Context: an optimization exercise on an open-source flow, tuned for a short achievable clock period and few clock cycles. The choices shown serve that exercise and are no tape-out recipe.
Function was not checked in any run shown here: the RTL went through the layout flow alone.
Power is estimated from default activity; no workload was simulated.

<file path="flow/design.v">
`timescale 1ns/1ps
`default_nettype none
package mips_pkg;
  typedef logic [31:0] word_t;
  typedef logic [4:0]  reg_addr_t;
  typedef enum logic [5:0] {
    op_rtype = 6'h00,
    op_j     = 6'h02,
    op_beq   = 6'h04,
    op_addi  = 6'h08,
    op_lw    = 6'h23,
    op_sw    = 6'h2b
  } opcode_e;
  typedef enum logic [5:0] {
    fn_add = 6'h20,
    fn_sub = 6'h22,
    fn_and = 6'h24,
    fn_or  = 6'h25,
    fn_slt = 6'h2a
  } funct_e;
  typedef enum logic [2:0] {
    alu_add,
    alu_sub,
    alu_and,
    alu_or,
    alu_slt
  } alu_op_e;
  typedef enum logic [1:0] {
    fwd_rf,    
    fwd_mem,   
    fwd_wb     
  } fwd_sel_e;
  typedef struct packed {
    logic      valid;
    alu_op_e   alu_op;
    logic      use_imm;
    logic      reg_write;
    logic      is_load;
    logic      is_store;
    logic      is_branch;
    logic      is_jump;
    word_t     rs_val;
    word_t     rt_val;
    reg_addr_t rs;
    reg_addr_t rt;
    reg_addr_t dest;
    word_t     imm;
    word_t     jump_target;
    word_t     pc4;
  } id_ex_t;
  typedef struct packed {
    logic      valid;
    logic      reg_write;
    logic      is_load;
    logic      is_store;
    reg_addr_t dest;
    word_t     alu_result;
    word_t     store_data;   
  } ex_mem_t;
endpackage
`default_nettype wire
`timescale 1ns/1ps
`default_nettype none
module mips_pipeline #(
  parameter logic [31:0] RESET_PC = 32'h0
) (
  input  logic        clk,
  input  logic        rst_n,
  input  logic [31:0] imem_data,
  input  logic        ack,
  input  logic [31:0] dat_r,
  output logic [31:0] imem_addr,
  output logic        cyc,
  output logic        stb,
  output logic        we,
  output logic [31:0] adr,
  output logic [31:0] dat_w,
  output logic        retire_valid,
  output logic [4:0]  retire_reg,
  output logic [31:0] retire_data
);
  logic [31:0] pc;
  logic        d_valid;
  logic [31:0] d_instr;
  logic [31:0] d_pc4;
  logic        e_valid;
  logic        e_wr;         
  logic        e_load;
  logic        e_store;
  logic        e_branch;     
  logic        e_pred;       
  logic        e_sub;        
  logic        e_r_sum;      
  logic        e_r_and;
  logic        e_r_or;
  logic        e_r_slt;
  logic        e_a_r, e_a_m, e_a_w;                   
  logic        e_b_r, e_b_mp, e_b_mn, e_b_wp, e_b_wn;  
  logic        e_s_r, e_s_m, e_s_w;                   
  logic [31:0] e_b_val;      
  logic [4:0]  e_dest;
  logic [31:0] e_rs_val;
  logic [31:0] e_rt_val;
  logic [31:0] e_fix_pc;     
  logic        m_mem;        
  logic        m_wr;
  logic        m_load;
  logic        m_store;
  logic [4:0]  m_dest;
  logic [31:0] m_res;
  logic [31:0] m_res_n;
  logic [31:0] m_sdata;
  logic        w_valid;
  logic [4:0]  w_dest;
  logic [31:0] w_data;
  logic [31:0] w_data_n;
  logic [31:0] regs [32];
  logic freeze;
  assign cyc    = m_mem;
  assign stb    = m_mem;
  assign we     = m_store;
  assign adr    = m_res;
  assign dat_w  = m_sdata;
  assign freeze = m_mem && !ack;
  logic [5:0]  d_op;
  logic [5:0]  d_fn;
  logic [4:0]  d_rs;
  logic [4:0]  d_rt;
  logic [4:0]  d_rd;
  logic [31:0] d_simm;
  logic [31:0] d_btarget;
  logic        d_is_r;
  logic        d_alu_r;
  logic        d_addi;
  logic        d_lw;
  logic        d_sw;
  logic        d_beq;
  logic        d_wr;
  logic [4:0]  d_dest;
  logic        d_pred;
  logic        d_check;
  logic [31:0] d_rs_val;
  logic [31:0] d_rt_val;
  logic        stall;
  logic        hold;
  logic        ex_redirect;
  assign d_op   = d_instr[31:26];
  assign d_fn   = d_instr[5:0];
  assign d_rs   = d_instr[25:21];
  assign d_rt   = d_instr[20:16];
  assign d_rd   = d_instr[15:11];
  assign d_simm = {{16{d_instr[15]}}, d_instr[15:0]};
  assign d_btarget = d_pc4 + {d_simm[29:0], 2'b00};
  assign d_is_r  = d_op == 6'h00;
  assign d_alu_r = d_is_r && (d_fn == 6'h20 || d_fn == 6'h22 || d_fn == 6'h24 ||
                              d_fn == 6'h25 || d_fn == 6'h2a);
  assign d_addi  = d_op == 6'h08;
  assign d_lw    = d_op == 6'h23;
  assign d_sw    = d_op == 6'h2b;
  assign d_beq   = d_op == 6'h04 && d_instr[15:0] != 16'h0;
  assign d_dest  = d_is_r ? d_rd : d_rt;
  assign d_wr    = (d_alu_r || d_addi || d_lw) && d_dest != 5'd0;
  assign d_pred  = d_beq && (d_instr[15] || d_rs == d_rt);
  assign d_check = d_beq && d_rs != d_rt;
  assign d_rs_val = (d_rs == 5'd0) ? 32'd0 :
                    (w_valid && w_dest == d_rs) ? w_data : regs[d_rs];
  assign d_rt_val = (d_rt == 5'd0) ? 32'd0 :
                    (w_valid && w_dest == d_rt) ? w_data : regs[d_rt];
  assign stall = d_valid && e_valid && e_load && e_wr &&
                 (e_dest == d_rs || e_dest == d_rt);
  assign hold  = freeze || stall;
  logic [31:0] op_a;
  logic [31:0] op_b;      
  logic [31:0] st_b;      
  logic [31:0] sum;
  logic        lt;
  logic [31:0] alu_y;
  logic        eq;
  assign op_a = ({32{e_a_r}} & e_rs_val) | ({32{e_a_m}} & m_res) | ({32{e_a_w}} & w_data);
  assign op_b = ({32{e_b_r}}  & e_b_val) |
                ({32{e_b_mp}} & m_res)   | ({32{e_b_mn}} & m_res_n) |
                ({32{e_b_wp}} & w_data)  | ({32{e_b_wn}} & w_data_n);
  assign st_b = ({32{e_s_r}} & e_rt_val) | ({32{e_s_m}} & m_res) | ({32{e_s_w}} & w_data);
  ks_add32 u_add (.a(op_a), .b(op_b), .cin(e_sub), .s(sum));
  assign lt = (op_a[31] == op_b[31]) ? op_a[31] : sum[31];
  assign alu_y = ({32{e_r_sum}} & sum) |
                 ({32{e_r_and}} & (op_a & op_b)) |
                 ({32{e_r_or}}  & (op_a | op_b)) |
                 {31'd0, e_r_slt & lt};
  assign eq = op_a == op_b;
  assign ex_redirect = e_valid && e_branch && (eq != e_pred) && !freeze;
  logic [31:0] pc4;
  logic        if_jump;
  logic        if_pred;
  logic [31:0] if_btarget;
  assign pc4       = pc + 32'd4;
  assign imem_addr = pc;
  assign if_jump   = imem_data[31:26] == 6'h02;
  assign if_pred   = imem_data[31:26] == 6'h04 && imem_data[15:0] != 16'h0 &&
                     (imem_data[15] || imem_data[25:21] == imem_data[20:16]);
  assign if_btarget = pc4 + {{14{imem_data[15]}}, imem_data[15:0], 2'b00};
  always_ff @(posedge clk or negedge rst_n) begin
    if (!rst_n) begin
      pc      <= RESET_PC;
      d_valid <= 1'b0;
    end else if (ex_redirect) begin
      pc      <= e_fix_pc;
      d_valid <= 1'b0;
    end else if (!hold) begin
      d_valid <= !if_jump;
      if (if_jump) begin
        pc <= {pc4[31:28], imem_data[25:0], 2'b00};
      end else if (if_pred) begin
        pc <= if_btarget;
      end else begin
        pc <= pc4;
      end
    end
  end
  always_ff @(posedge clk) begin
    if (!hold) begin
      d_instr <= imem_data;
      d_pc4   <= pc4;
    end
  end
  logic d_go;
  assign d_go = d_valid && !stall && !ex_redirect;
  always_ff @(posedge clk or negedge rst_n) begin
    if (!rst_n) begin
      e_valid  <= 1'b0;
      e_wr     <= 1'b0;
      e_load   <= 1'b0;
      e_store  <= 1'b0;
      e_branch <= 1'b0;
    end else if (!freeze) begin
      e_valid  <= d_go;
      e_wr     <= d_go && d_wr;
      e_load   <= d_go && d_lw;
      e_store  <= d_go && d_sw;
      e_branch <= d_go && d_check;
    end
  end
  logic d_sub;
  logic d_use_imm;
  logic fa_m, fa_w, fb_m, fb_w;
  assign d_sub     = d_is_r && (d_fn == 6'h22 || d_fn == 6'h2a);
  assign d_use_imm = !d_is_r && !d_beq;
  assign fa_m = d_rs != 5'd0 && e_valid && e_wr && e_dest == d_rs;
  assign fa_w = d_rs != 5'd0 && m_wr && m_dest == d_rs && !fa_m;
  assign fb_m = d_rt != 5'd0 && e_valid && e_wr && e_dest == d_rt;
  assign fb_w = d_rt != 5'd0 && m_wr && m_dest == d_rt && !fb_m;
  always_ff @(posedge clk) begin
    if (!freeze) begin
      e_pred    <= d_pred;
      e_sub     <= d_sub;
      e_r_sum   <= !(d_is_r && (d_fn == 6'h24 || d_fn == 6'h25 || d_fn == 6'h2a));
      e_r_and   <= d_is_r && d_fn == 6'h24;
      e_r_or    <= d_is_r && d_fn == 6'h25;
      e_r_slt   <= d_is_r && d_fn == 6'h2a;
      e_dest    <= d_dest;
      e_rs_val  <= d_rs_val;
      e_rt_val  <= d_rt_val;
      e_b_val   <= (d_use_imm ? d_simm : d_rt_val) ^ {32{d_sub}};
      e_fix_pc  <= d_pred ? d_pc4 : d_btarget;
      e_a_r     <= !fa_m && !fa_w;
      e_a_m     <= fa_m;
      e_a_w     <= fa_w;
      e_b_r     <= d_use_imm || (!fb_m && !fb_w);
      e_b_mp    <= !d_use_imm && fb_m && !d_sub;
      e_b_mn    <= !d_use_imm && fb_m && d_sub;
      e_b_wp    <= !d_use_imm && fb_w && !d_sub;
      e_b_wn    <= !d_use_imm && fb_w && d_sub;
      e_s_r     <= !fb_m && !fb_w;
      e_s_m     <= fb_m;
      e_s_w     <= fb_w;
    end
  end
  always_ff @(posedge clk or negedge rst_n) begin
    if (!rst_n) begin
      m_mem   <= 1'b0;
      m_wr    <= 1'b0;
      m_load  <= 1'b0;
      m_store <= 1'b0;
    end else if (!freeze) begin
      m_mem   <= e_valid && (e_load || e_store);
      m_wr    <= e_valid && e_wr;
      m_load  <= e_valid && e_load;
      m_store <= e_valid && e_store;
    end
  end
  always_ff @(posedge clk) begin
    if (!freeze) begin
      m_dest  <= e_dest;
      m_res   <= alu_y;
      m_res_n <= ~alu_y;
      m_sdata <= st_b;
    end
  end
  always_ff @(posedge clk or negedge rst_n) begin
    if (!rst_n) begin
      w_valid <= 1'b0;
    end else begin
      w_valid <= !freeze && m_wr;
    end
  end
  always_ff @(posedge clk) begin
    if (!freeze) begin
      w_dest <= m_dest;
      w_data   <= m_load ? dat_r : m_res;
      w_data_n <= m_load ? ~dat_r : m_res_n;
    end
  end
  always_ff @(posedge clk) begin
    if (w_valid) begin
      regs[w_dest] <= w_data;
    end
  end
  assign retire_valid = w_valid;
  assign retire_reg   = w_dest;
  assign retire_data  = w_data;
endmodule
`default_nettype wire
module ks_add32 (
  input  logic [31:0] a,
  input  logic [31:0] b,
  input  logic        cin,
  output logic [31:0] s
);
  logic [31:0] g [6];
  logic [31:0] p [6];
  always_comb begin
    g[0] = a & b;
    p[0] = a ^ b;
    g[0][0] = (a[0] & b[0]) | ((a[0] ^ b[0]) & cin);
    for (int l = 1; l < 6; l++) begin
      for (int i = 0; i < 32; i++) begin
        if (i >= (1 << (l - 1))) begin
          g[l][i] = g[l-1][i] | (p[l-1][i] & g[l-1][i - (1 << (l - 1))]);
          p[l][i] = p[l-1][i] & p[l-1][i - (1 << (l - 1))];
        end else begin
          g[l][i] = g[l-1][i];
          p[l][i] = p[l-1][i];
        end
      end
    end
    s[0] = p[0][0] ^ cin;
    for (int i = 1; i < 32; i++) s[i] = p[0][i] ^ g[5][i-1];
  end
endmodule
</file>
<file path="flow/run.sh">
#!/bin/bash
# synth_recipe.tcl (not shown) runs the flow's synth.tcl, then flattens the netlist and writes it again
# the make line also repeats each setting of config.mk as NAME=value (left out here)
make -C /OpenROAD-flow-scripts/flow DESIGN_CONFIG=/design/flow/config.mk WORK_HOME=/design/flow/orfs CLKGATE_MAP_FILE= SYNTH_SCRIPT=/design/flow/synth_recipe.tcl finish
</file>
<file path="flow/config.mk">
export PLATFORM = sky130hd
export DESIGN_NAME = mips_pipeline
export DESIGN_NICKNAME = mips_pipeline
export VERILOG_FILES = /design/flow/design.v
export SDC_FILE = /design/flow/constraint.sdc
export NUM_CORES = 4
export LEC_CHECK = 0
export ABC_CLOCK_PERIOD_IN_PS = 2500
export CAP_MARGIN = 20
export CORE_MARGIN = 2
export CORE_UTILIZATION = 40
export SETUP_SLACK_MARGIN = 5
export SLEW_MARGIN = 20
</file>
<file path="flow/constraint.sdc">
create_clock -name core_clock -period 8.0 [get_ports {clk}]
set_input_delay 1.6000 -clock core_clock [delete_from_list [all_inputs] [get_ports {clk}]]
set_output_delay 1.6000 -clock core_clock [all_outputs]
set_load 0.01 [all_outputs]
</file>
==> PnR_summary.wiki, run 1 <==
{| class="wikitable"
! Metric !! Value
|-
| Endpoint arrival time on the critical path || 5.07 ns
|-
| Net count after synthesis || 4634
|-
| Cell internal power dissipation || 18.86 mW
|-
| Slack of the worst reg-to-reg path || 3.52 ns
|-
| Average cell area after synthesis || 16.32 µm²
|-
| Hold Path Cell Cnt || 0
|-
| Final clock skew || 0.03178 ns
|-
| Max Root-Sink Buffers || 3
|-
| Total negative setup slack || 0 ns
|-
| Global route overflow || 0
|-
| Count of input and output buffers || 203
|-
| Clock network power share || 0.263
|-
| Combinational fraction of design power || 0.352
|-
| P per Cell Area || 302.0 mW/mm²
|-
| H-Tree Depth || 4
|-
| Leak || 32.53 nW
|-
| Antenna violations before repair || 13
|-
| Number of vias after detailed routing || 50115
|-
| Final critical-path share of the clock period || 0.5604
|-
| Largest area contributor in the netlist || sky130_fd_sc_hd__edfxtp_1
|-
| Clock slew at the register clock pins of the worst setup and hold paths || 0.06 ns
|-
| Final count of pins violating max slew || 0
|-
| Total routing resource utilization after global routing || 0.2694
|-
| Most congested layer reported by global routing || met2
|-
| Placed wire-length estimate || 138700 µm
|-
| Final setup viols || 0
|-
| I/O pin count || 204
|-
| Sequential element share of the synthesized area || 0.6000
|-
| Combinational family with the most area after synthesis || multiplexers
|-
| Hold Path Sink || e_fix_pc[1]$_DFFE_PN_
|-
| Share of flip-flops with an asynchronous set or reset after synthesis || 0.02953
|-
| Number of failing hold endpoints at the final stage || 0
|-
| Skew-Pair Late Insertion Delay || 0.84 ns
|-
| Count of distinct cell types in the synthesized netlist || 88
|-
| Top area cells in the synthesized netlist || sky130_fd_sc_hd__edfxtp_1, sky130_fd_sc_hd__mux4_2, sky130_fd_sc_hd__ha_1
|-
| Clock sink count || 1456
|-
| Number of violations of the max-capacitance limit || 0
|-
| Pin slew with the least headroom to its limit || 0.9735 ns
|-
| # rows || 156
|-
| Pin count of the biggest net entering global routing || 170
|-
| Leading cell types by count after synthesis || sky130_fd_sc_hd__edfxtp_1, sky130_fd_sc_hd__mux4_2, sky130_fd_sc_hd__nand2_1
|-
| Effective utilization at floorplan || 0.4016
|-
| Utilization after layout || 0.5128
|-
| Register share of total power || 0.385
|-
| Number of CTS-inserted buffers || 158
|-
| Final wirelength || 259800 µm
|-
| Detail Route Antenna Nets || 0
|-
| Multiplexer share of the synthesized area || 0.2128
|-
| Die area || 0.1845 mm²
|-
| Net switching power || 9.078 mW
|-
| Peak supply drop || 259.9 µV
|-
| Startpoint type of the worst setup path || register
|-
| Area overhead of the layout relative to synthesis || 27.70%
|-
| Post-synthesis instance total || 4439
|-
| Switching power as a share of total power || 0.3249
|-
| Synth Cell Area || 0.07243 mm²
|-
| Library cell used as clock root buffer || sky130_fd_sc_hd__clkbuf_16
|-
| Width of the chip || 429.5 µm
|-
| Highest attainable clock frequency || 223.0 MHz
|-
| Data required time of the critical path || 8.58 ns
|-
| TritonCTS clock tree || done
|-
| Leading cell type by number of instances after synthesis || sky130_fd_sc_hd__edfxtp_1
|-
| Vias per cell || 6.513
|-
| Post-Synth Simple-Gate Area || 0.05067
|-
| Number of design-rule violations left by the first detailed-router iteration || 8050
|-
| Final net count || 5383
|-
| Fill cell total of the finished layout || 14476
|-
| Worst Setup Path Type || register to register
|-
| Worst r2r path cells || 16
|-
| Outcome || timing/DRC/antenna clean
|-
| Area share of the largest cell type after synthesis || 0.5837
|-
| DR WL/cell || 33.76 µm
|-
| Critical Path Fanout Max || 8
|-
| Launch instance of the worst register-to-register path || e_a_r$_DFFE_PN_
|-
| DRT Pass-1 Iters || 9
|-
| First-pass GRT wire length || 355200 µm
|-
| Core ar. || 0.1804 mm²
|-
| Worst hold path type || register to register
|-
| Hold_buf cts || 0
|-
| Min-Delay Startpoint || d_pc4[1]$_DFFE_PP_
|-
| DRC errors left || 0
|-
| Relative slew slack || 0.3510
|-
| Unrepaired setup endpoints after global routing || yes
|-
| Complex-gate fraction of the synthesized area || 0.06879
|-
| Global Route met1 Usage || 0.3855
|-
| CP Capture Type || register
|-
| Post-synthesis share of cell area spent on full adders, half adders and majority gates || 0.02263
|-
| GRT met3 Usage || 0.07150
|-
| End of the worst register-to-register path || m_res[31]$_DFFE_PN_
|-
| Ys Warns || 4
|-
| Vias in the first global route || 47257
|-
| Main flop type after synthesis || sky130_fd_sc_hd__edfxtp_1
|-
| Weighted congestion at the end of routability-driven global placement || 0.8893
|-
| Final Critical Period || 4.483 ns
|-
| Fraction of final layout cells sized beyond drive strength 1 || 0.4001
|-
| Synthesized-area fraction occupied by xor and xnor cells || 0.01971
|-
| Post-synthesis sequential element count || 1456
|-
| Die H || 429.5 µm
|-
| Met2 track demand over resource in global routing || 0.4014
|-
| Number of synthesized flops with an enable pin || 1408
|}
==> cells in the final DEF, fill, tap and decap left out, types with 80 or more instances in the layout <==
master	instances
sky130_fd_sc_hd__nand2_1	264
sky130_fd_sc_hd__ha_1	80
sky130_fd_sc_hd__inv_1	143
sky130_fd_sc_hd__a21oi_1	126
sky130_fd_sc_hd__xnor2_1	86
sky130_fd_sc_hd__buf_4	393
sky130_fd_sc_hd__clkbuf_16	182
sky130_fd_sc_hd__nor2_1	183
sky130_fd_sc_hd__buf_6	198
sky130_fd_sc_hd__mux4_2	620
sky130_fd_sc_hd__edfxtp_1	1408
==> flip-flops by register name, summed over array words and instances (netlist names), 5 cells and up, named ones only <==
| name | count |
|---|---|
| m_res_n | 32 |
| w_data_n | 32 |
| w_data | 32 |
| regs | 1024 |
| e_rt_val | 32 |
| e_fix_pc | 32 |
| m_dest | 5 |
| e_dest | 5 |
| m_sdata | 32 |
| d_pc4 | 32 |
| pc | 32 |
| d_instr | 32 |
| m_res | 32 |
| w_dest | 5 |
| e_rs_val | 32 |
| e_b_val | 32 |
==> per-layer routing <==
metal,share of wire,vias to the layer above
li1,-,19889
met1,0.39,26207
met2,0.44,3493
met3,0.13,522
met4,0.036,4
met5,0.00010,-
==> worst max-delay path, stage by stage (launching register included) <==
cell,delay [ns]
sky130_fd_sc_hd__edfxtp_1,0.53
sky130_fd_sc_hd__buf_12,0.22
sky130_fd_sc_hd__a222oi_1,0.47
sky130_fd_sc_hd__inv_1,0.15
sky130_fd_sc_hd__fa_2,0.38
sky130_fd_sc_hd__a21o_1,0.19
sky130_fd_sc_hd__a21oi_2,0.20
sky130_fd_sc_hd__o21ai_2,0.11
sky130_fd_sc_hd__a41o_4,0.34
sky130_fd_sc_hd__a21oi_4,0.17
sky130_fd_sc_hd__nor2_2,0.06
sky130_fd_sc_hd__o2111a_2,0.28
sky130_fd_sc_hd__nor3_4,0.20
sky130_fd_sc_hd__o21bai_2,0.10
sky130_fd_sc_hd__fa_2,0.42
sky130_fd_sc_hd__a221oi_2,0.35
sky130_fd_sc_hd__inv_1,0.07
==> stage by stage <==
step                setup slack (ns)  total power, mW  area, µm²  instances  hold WS, ns
global placement               2.888            17.18      77880       6828       0.4042
CTS                            3.673            27.06      89800       7553       0.4272
detailed placement             2.901            17.27      77880       6828       0.4061
global route                   3.418            28.83      92490       7694       0.4310
floorplan                      3.784            14.53      72960       4439       0.4003
finish                         3.517            27.94      92490       7695       0.4316
==> timing repair <==
| action | in CTS | in global routing |
|---|---|---|
| gates resized for setup | 1131 | 253 |
| endpoints found under the setup margin | 1029 | 428 |
| pin swaps | 100 | 133 |
| cloned | 66 | 23 |
| setup buffers | 366 | 115 |
==> worst max path at each step <==
stage / depth (start not counted) / slack (ns) / start / endpoint
after floorplan: 16 / 3.78 / w_data[20]$_DFFE_PN_ / m_res[31]$_DFFE_PN_
after global placement: 13 / 2.89 / w_data[30]$_DFFE_PN_ / pc[31]$_DFFE_PN0P_
after detailed placement: 10 / 2.90 / imem_data[15] / pc[31]$_DFFE_PN0P_
after CTS: 16 / 3.67 / e_a_r$_DFFE_PN_ / m_res[31]$_DFFE_PN_
after global routing: 16 / 3.42 / e_a_r$_DFFE_PN_ / m_res[31]$_DFFE_PN_
final: 16 / 3.52 / e_a_r$_DFFE_PN_ / m_res[31]$_DFFE_PN_
==> kinds of logic after synthesis <==
family | Yosys count
DFF | 1456
and+or+nand+nor | 789
muxes | 758
AOI/OAI and AO/OA | 690
buffers and inverters | 455
xor gates and xnor gates | 163
adders and majority gates | 128
==> power groups by stage <==
stage	sequential, mW	combinational (mW)	clock, mW
detailed placement	11.1	6.16	0
global placement	11.1	6.08	0
finish	10.7	9.83	7.36
global route	10.8	10.3	7.71
CTS	10.7	8.93	7.43
floorplan	11.3	3.28	0
==> final cells by class <==
cell class / instances / area [µm²] / share of cell area
Timing Repair inverter: 1 / 16.27 / 0.0001759
Inverter: 150 / 615.6 / 0.006655
Clock buffer: 187 / 4154 / 0.04491
Tap cell: 2370 / 2965 / 0.03206
Clock inverter: 106 / 1016 / 0.01098
Sequential cell: 1456 / 43510 / 0.4704
Multi-Input combinational cell: 2529 / 29610 / 0.3201
Antenna cell: 4 / 10.01 / 0.0001082
Timing Repair Buffer: 892 / 10600 / 0.1146
==> inputs of run 2 (changes only) <==
--- a/flow/design.v
+++ b/flow/design.v
@@ -103,12 +103,13 @@
   logic [31:0] e_rt_val;
   logic [31:0] e_fix_pc;     
-  logic        m_mem;        
+  logic        b_pend;       
+  logic        b_we;
+  logic [31:0] b_adr;
+  logic [31:0] b_dat;
   logic        m_wr;
   logic        m_load;
-  logic        m_store;
   logic [4:0]  m_dest;
   logic [31:0] m_res;
   logic [31:0] m_res_n;
-  logic [31:0] m_sdata;
   logic        w_valid;
   logic [4:0]  w_dest;
@@ -117,10 +118,12 @@
   logic [31:0] regs [32];
   logic freeze;
-  assign cyc    = m_mem;
-  assign stb    = m_mem;
-  assign we     = m_store;
-  assign adr    = m_res;
-  assign dat_w  = m_sdata;
-  assign freeze = m_mem && !ack;
+  logic e_mem;
+  assign e_mem  = e_valid && (e_load || e_store);
+  assign cyc    = b_pend;
+  assign stb    = b_pend;
+  assign we     = b_we;
+  assign adr    = b_adr;
+  assign dat_w  = b_dat;
+  assign freeze = b_pend && !ack && (m_load || e_mem);
   logic [5:0]  d_op;
   logic [5:0]  d_fn;
@@ -143,5 +146,4 @@
   logic [31:0] d_rt_val;
   logic        stall;
-  logic        hold;
   logic        ex_redirect;
   assign d_op   = d_instr[31:26];
@@ -169,5 +171,4 @@
   assign stall = d_valid && e_valid && e_load && e_wr &&
                  (e_dest == d_rs || e_dest == d_rt);
-  assign hold  = freeze || stall;
   logic [31:0] op_a;
   logic [31:0] op_b;      
@@ -189,5 +190,5 @@
                  {31'd0, e_r_slt & lt};
   assign eq = op_a == op_b;
-  assign ex_redirect = e_valid && e_branch && (eq != e_pred) && !freeze;
+  assign ex_redirect = e_valid && e_branch && (eq != e_pred);
   logic [31:0] pc4;
   logic        if_jump;
@@ -200,26 +201,39 @@
                      (imem_data[15] || imem_data[25:21] == imem_data[20:16]);
   assign if_btarget = pc4 + {{14{imem_data[15]}}, imem_data[15:0], 2'b00};
-  always_ff @(posedge clk or negedge rst_n) begin
-    if (!rst_n) begin
-      pc      <= RESET_PC;
-      d_valid <= 1'b0;
-    end else if (ex_redirect) begin
-      pc      <= e_fix_pc;
-      d_valid <= 1'b0;
-    end else if (!hold) begin
-      d_valid <= !if_jump;
+  logic [31:0] pc_nf;
+  logic        d_valid_nf;
+  always_comb begin
+    if (ex_redirect) begin
+      pc_nf      = e_fix_pc;
+      d_valid_nf = 1'b0;
+    end else if (stall) begin
+      pc_nf      = pc;
+      d_valid_nf = d_valid;
+    end else begin
+      d_valid_nf = !if_jump;
       if (if_jump) begin
-        pc <= {pc4[31:28], imem_data[25:0], 2'b00};
+        pc_nf = {pc4[31:28], imem_data[25:0], 2'b00};
       end else if (if_pred) begin
-        pc <= if_btarget;
+        pc_nf = if_btarget;
       end else begin
-        pc <= pc4;
+        pc_nf = pc4;
       end
     end
   end
+  always_ff @(posedge clk or negedge rst_n) begin
+    if (!rst_n) begin
+      pc      <= RESET_PC;
+      d_valid <= 1'b0;
+    end else if (!freeze) begin
+      pc      <= pc_nf;
+      d_valid <= d_valid_nf;
+    end
+  end
   always_ff @(posedge clk) begin
-    if (!hold) begin
-      d_instr <= imem_data;
-      d_pc4   <= pc4;
+    if (!freeze) begin
+      if (!stall) begin
+        d_instr <= imem_data;
+        d_pc4   <= pc4;
+      end
     end
   end
@@ -278,13 +292,17 @@
   always_ff @(posedge clk or negedge rst_n) begin
     if (!rst_n) begin
-      m_mem   <= 1'b0;
       m_wr    <= 1'b0;
       m_load  <= 1'b0;
-      m_store <= 1'b0;
-    end else if (!freeze) begin
-      m_mem   <= e_valid && (e_load || e_store);
-      m_wr    <= e_valid && e_wr;
-      m_load  <= e_valid && e_load;
-      m_store <= e_valid && e_store;
+      b_pend  <= 1'b0;
+    end else begin
+      if (!freeze) begin
+        m_wr    <= e_valid && e_wr;
+        m_load  <= e_valid && e_load;
+      end
+      if (!freeze && e_mem) begin
+        b_pend <= 1'b1;
+      end else if (ack) begin
+        b_pend <= 1'b0;
+      end
     end
   end
@@ -294,5 +312,9 @@
       m_res   <= alu_y;
       m_res_n <= ~alu_y;
-      m_sdata <= st_b;
+    end
+    if (!freeze && e_mem) begin
+      b_we  <= e_store;
+      b_adr <= alu_y;
+      b_dat <= st_b;
     end
   end
==> PnR_summary.wiki, run 2 <==
{| class="wikitable"
! Metric !! Value
|-
| End of the worst register-to-register path || m_res[31]$_DFFE_PN_ (unchanged)
|-
| Final count of pins violating max slew || 0 (unchanged)
|-
| Die area || 0.1868 mm² (was 0.1845 mm²)
|-
| Total negative setup slack || 0 ns (unchanged)
|-
| DRC errors left || 0 (unchanged)
|-
| Final wirelength || 259100 µm (was 259800 µm)
|-
| Count of distinct cell types in the synthesized netlist || 78 (was 88)
|-
| Endpoint arrival time on the critical path || 5.22 ns (was 5.07 ns)
|-
| Placed wire-length estimate || 134300 µm (was 138700 µm)
|-
| Skew-Pair Late Insertion Delay || 0.79 ns (was 0.84 ns)
|-
| Startpoint type of the worst setup path || register (unchanged)
|-
| Number of synthesized flops with an enable pin || 1441 (was 1408)
|-
| Width of the chip || 432.2 µm (was 429.5 µm)
|-
| Global route overflow || 0 (unchanged)
|-
| Weighted congestion at the end of routability-driven global placement || 0.8679 (was 0.8893)
|-
| Leading cell types by count after synthesis || sky130_fd_sc_hd__edfxtp_1, sky130_fd_sc_hd__mux4_2, sky130_fd_sc_hd__nand2_1 (unchanged)
|-
| First-pass GRT wire length || 357900 µm (was 355200 µm)
|-
| Slack of the critical path || 3.312 ns (was 3.517 ns)
|-
| Vias per cell || 6.404 (was 6.513)
|-
| Count of input and output buffers || 203 (unchanged)
|-
| Utilization after layout || 0.5045 (was 0.5128)
|-
| Pin count of the biggest net entering global routing || 91 (was 170)
|-
| H-Tree Depth || 4 (unchanged)
|-
| Worst r2r path cells || 16 (unchanged)
|-
| Final standard cell count with taps included and fillers excluded || 7631 (was 7695)
|-
| Final setup viols || 0 (unchanged)
|-
| Slack of the worst reg-to-reg path || 3.31 ns (was 3.52 ns)
|-
| DRT Pass-1 Iters || 10 (was 9)
|-
| Number of buffers and inverters on the critical path || 5 (was 3)
|-
| Main flop type after synthesis || sky130_fd_sc_hd__edfxtp_1 (unchanged)
|-
| Commonest cells after routing, fill and taps aside || sky130_fd_sc_hd__edfxtp_1, sky130_fd_sc_hd__mux4_2, sky130_fd_sc_hd__buf_4 (unchanged)
|-
| Final Critical Period || 4.688 ns (was 4.483 ns)
|-
| Crit-path slowest cell || sky130_fd_sc_hd__o211ai_1 (was sky130_fd_sc_hd__edfxtp_1)
|-
| Number of placed instances with taps included || 6874 (was 6828)
|-
| Vias in the first global route || 47901 (was 47257)
|-
| Leading cell type by number of instances after synthesis || sky130_fd_sc_hd__edfxtp_1 (unchanged)
|-
| Net count after synthesis || 4649 (was 4634)
|-
| Antenna violations before repair || 2 (was 13)
|-
| Post-synthesis instance total || 4454 (was 4439)
|-
| # rows || 157 (was 156)
|-
| Share of flip-flops with an asynchronous set or reset after synthesis || 0.02823 (was 0.02953)
|-
| Clock sink count || 1488 (was 1456)
|-
| Number of CTS-inserted buffers || 162 (was 158)
|-
| Worst hold slack across all endpoints || 0.4219 ns (was 0.4316 ns)
|-
| Leading cell type in the layout, fill and taps excluded || sky130_fd_sc_hd__edfxtp_1 (unchanged)
|-
| Fill cell total of the finished layout || 14813 (was 14476)
|-
| Area of the multi-input gates || 0.02906 mm² (was 0.02961 mm²)
|-
| Outcome || timing/DRC/antenna clean (unchanged)
|-
| Final clock skew || 0.05651 ns (was 0.03178 ns)
|-
| Max Root-Sink Buffers || 3 (unchanged)
|-
| Leak || 32.13 nW (was 32.53 nW)
|-
| Total routing resource utilization after global routing || 0.2716 (was 0.2694)
|-
| Number of violations of the max-capacitance limit || 0 (unchanged)
|-
| Worst Setup Path Type || register to register (unchanged)
|-
| Number of vias after detailed routing || 48871 (was 50115)
|-
| Core ar. || 0.1827 mm² (was 0.1804 mm²)
|-
| CP Capture Type || register (unchanged)
|-
| Effective utilization at floorplan || 0.4015 (was 0.4016)
|-
| Pin slew with the least headroom to its limit || 1.017 ns (was 0.9735 ns)
|-
| Area overhead of the layout relative to synthesis || 25.65% (was 27.70%)
|-
| Fraction of final layout cells sized beyond drive strength 1 || 0.3744 (was 0.4001)
|-
| I/O pin count || 204 (unchanged)
|-
| TritonCTS clock tree || done (unchanged)
|-
| Unrepaired setup endpoints after global routing || yes (unchanged)
|-
| Number of failing hold endpoints at the final stage || 0 (unchanged)
|-
| Crit. Startpoint || e_a_r$_DFFE_PN_ (unchanged)
|-
| Launch instance of the worst register-to-register path || e_a_r$_DFFE_PN_ (unchanged)
|-
| DR WL/cell || 33.95 µm (was 33.76 µm)
|-
| Ys Warns || 4 (unchanged)
|-
| Detail Route Antenna Nets || 0 (unchanged)
|-
| Final net count || 5313 (was 5383)
|-
| Relative slew slack || 0.3219 (was 0.3510)
|-
| Hold Path Cell Cnt || 0 (unchanged)
|-
| Hold_buf cts || 0 (unchanged)
|-
| Top area cells in the synthesized netlist || sky130_fd_sc_hd__edfxtp_1, sky130_fd_sc_hd__mux4_2, sky130_fd_sc_hd__ha_1 (unchanged)
|-
| Largest stage delay on the critical path || 0.50 ns (was 0.53 ns)
|-
| Min-Delay Startpoint || d_pc4[0]$_DFFE_PP_ (was d_pc4[1]$_DFFE_PP_)
|-
| Clock slew at the register clock pins of the worst setup and hold paths || 0.06 ns (about the same)
|-
| Critical path, cell by cell || buf_4 > clkbuf_16 > buf_4 > a222oi_1 > inv_1 > ha_2 > and3_2 > nand4_1 > o211ai_1 > a22oi_2 > a41oi_2 > nand4_1 > nand2_2 > fa_2 > a221oi_2 > inv_1 (was buf_12 > a222oi_1 > inv_1 > fa_2 > a21o_1 > a21oi_2 > o21ai_2 > a41o_4 > a21oi_4 > nor2_2 > o2111a_2 > nor3_4 > o21bai_2 > fa_2 > a221oi_2 > inv_1)
|-
| Final critical-path share of the clock period || 0.5860 (was 0.5604)
|-
| Highest attainable clock frequency || 213.3 MHz (was 223.0 MHz)
|-
| Kind of cell adding the most delay to the critical path || compound AO/OA/AOI/OAI gates (unchanged)
|-
| Average cell area after synthesis || 16.47 µm² (was 16.32 µm²)
|-
| Area share of the largest cell type after synthesis || 0.5900 (was 0.5837)
|-
| P per Cell Area || 272.2 mW/mm² (was 302.0 mW/mm²)
|-
| Post-synthesis sequential element count || 1488 (was 1456)
|-
| Die H || 432.2 µm (was 429.5 µm)
|-
| Critical Path Fanout Max || 6 (was 8)
|-
| Seq. cell area || 0.04448 mm² (was 0.04351 mm²)
|-
| Largest Register || regs (unchanged)
|-
| Library cell used as clock root buffer || sky130_fd_sc_hd__clkbuf_16 (unchanged)
|-
| Max FFs per register || 1024 (unchanged)
|-
| Largest area contributor in the netlist || sky130_fd_sc_hd__edfxtp_1 (unchanged)
|-
| Sequential element share of the synthesized area || 0.6057 (was 0.6000)
|-
| Synth Cell Area || 0.07335 mm² (was 0.07243 mm²)
|-
| Worst hold path type || register to register (unchanged)
|-
| Hold Path Sink || e_fix_pc[0]$_DFFE_PN_ (was e_fix_pc[1]$_DFFE_PN_)
|-
| Data required time of the critical path || 8.53 ns (was 8.58 ns)
|-
| Dpl ws || 2.846 ns (was 2.901 ns)
|-
| Peak supply drop || 236.8 µV (was 259.9 µV)
|-
| Number of design-rule violations left by the first detailed-router iteration || 7166 (was 8050)
|}
-- run 2: cell types whose count changed after synthesis, moves of 13 or more --
cell | previous run | this run
sky130_fd_sc_hd__clkbuf_1 | 196 | 209
sky130_fd_sc_hd__nor2_1 | 224 | 203
sky130_fd_sc_hd__xnor2_1 | 97 | 113
sky130_fd_sc_hd__nand2_1 | 285 | 266
sky130_fd_sc_hd__edfxtp_1 | 1408 | 1441
-- run 2: cells by family after synthesis --
group,Yosys count,synth area share
simple gates,751,0.04802
mux,773,0.2128
fa+ha+maj,128,0.02235
compound gates,681,0.06592
buf+inv,464,0.02508
xor+xnor,169,0.02018
flops,1488,0.6057
-- run 2: through the flow --
step	power [mW]	area [µm²]
detailed placement	15.45	78860
finish	25.09	92160
CTS	24.77	90230
floorplan	13.42	73690
global route	25.87	92150
global placement	15.41	78850
-- run 2: final cells by class --
| cell class | count | share of cell area |
|---|---|---|
| Timing Repair inverter | 2 | 0.0002580 |
| Clock inverter | 79 | 0.009734 |
| Clock buffer | 207 | 0.04693 |
| Inverter | 159 | 0.006938 |
| Sequential cell | 1488 | 0.4826 |
| Timing Repair Buffer | 801 | 0.1056 |
| Antenna cell | 6 | 0.0001629 |
| Tap cell | 2385 | 0.03238 |
| Multi-Input combinational cell | 2504 | 0.3154 |
-- run 2: power by group --
group | internal (mW) | switching [mW]
clock network | 4.29 | 3.17
registers | 10.0 | 0.507
logic | 3.33 | 3.76
-- run 2: worst max path at each step --
stage                          end  slack (ns)  cells past startpoint
6_report       m_res[31]$_DFFE_PN_        3.31                     16
5_1_grt        m_res[31]$_DFFE_PN_        3.24                     16
4_1_cts        m_res[31]$_DFFE_PN_        3.57                     16
3_5_place_dp    d_pc4[2]$_DFFE_PP_        2.85                      7
3_3_place_gp    d_pc4[4]$_DFFE_PP_        2.91                      7
2_1_floorplan   pc[22]$_DFFE_PN0P_        3.64                      7
-- run 2: per-layer routing --
layer / wire length [µm] / up-vias / track usage
li1: - / 19725 / -
met4: 18230 / 0 / 0.1570
met2: 120600 / 3098 / 0.4260
met5: 0 / - / 0
met3: 26210 / 629 / 0.05387
met1: 94080 / 25419 / 0.3529
-- run 2: repair_timing --
| item | in CTS | in global routing |
|---|---|---|
| endpoints found under the setup margin | 843 | 287 |
| pin swaps | 78 | 95 |
| buffers inserted | 295 | 84 |
| gates resized for setup | 1040 | 199 |
| cloned | 75 | 11 |

-- separate check: timing with driven ports --
How much do the figures lean on ideal ports? The routed layouts below were timed once more, with nothing changed but the port constraints. Step 1: set_driving_cell puts a clkbuf_16 on clk and a buf_2 on each other input, an assumption about the parent block. Step 2 times the ports against the registers' clock, not the clock port: input delays grow and output delays shrink by t, the midpoint of the rising clock arrivals with the driver on. Slacks: ideal ports / drivers / drivers and shift; pairs: ideal ports / drivers.
run	t, ns	setup slack, ns	worst setup path after step 2	pins driven straight from the clock port
run 1	0.898	3.517 / 3.517 / 3.095	input to register	1
run 2	0.851	3.312 / 3.312 / 3.123	input to register	1
After both steps setup and hold are still met in every run listed. The setup slack of run 1, which loses most, moves by 0.000 ns with the drivers and by -0.422 ns with both steps.
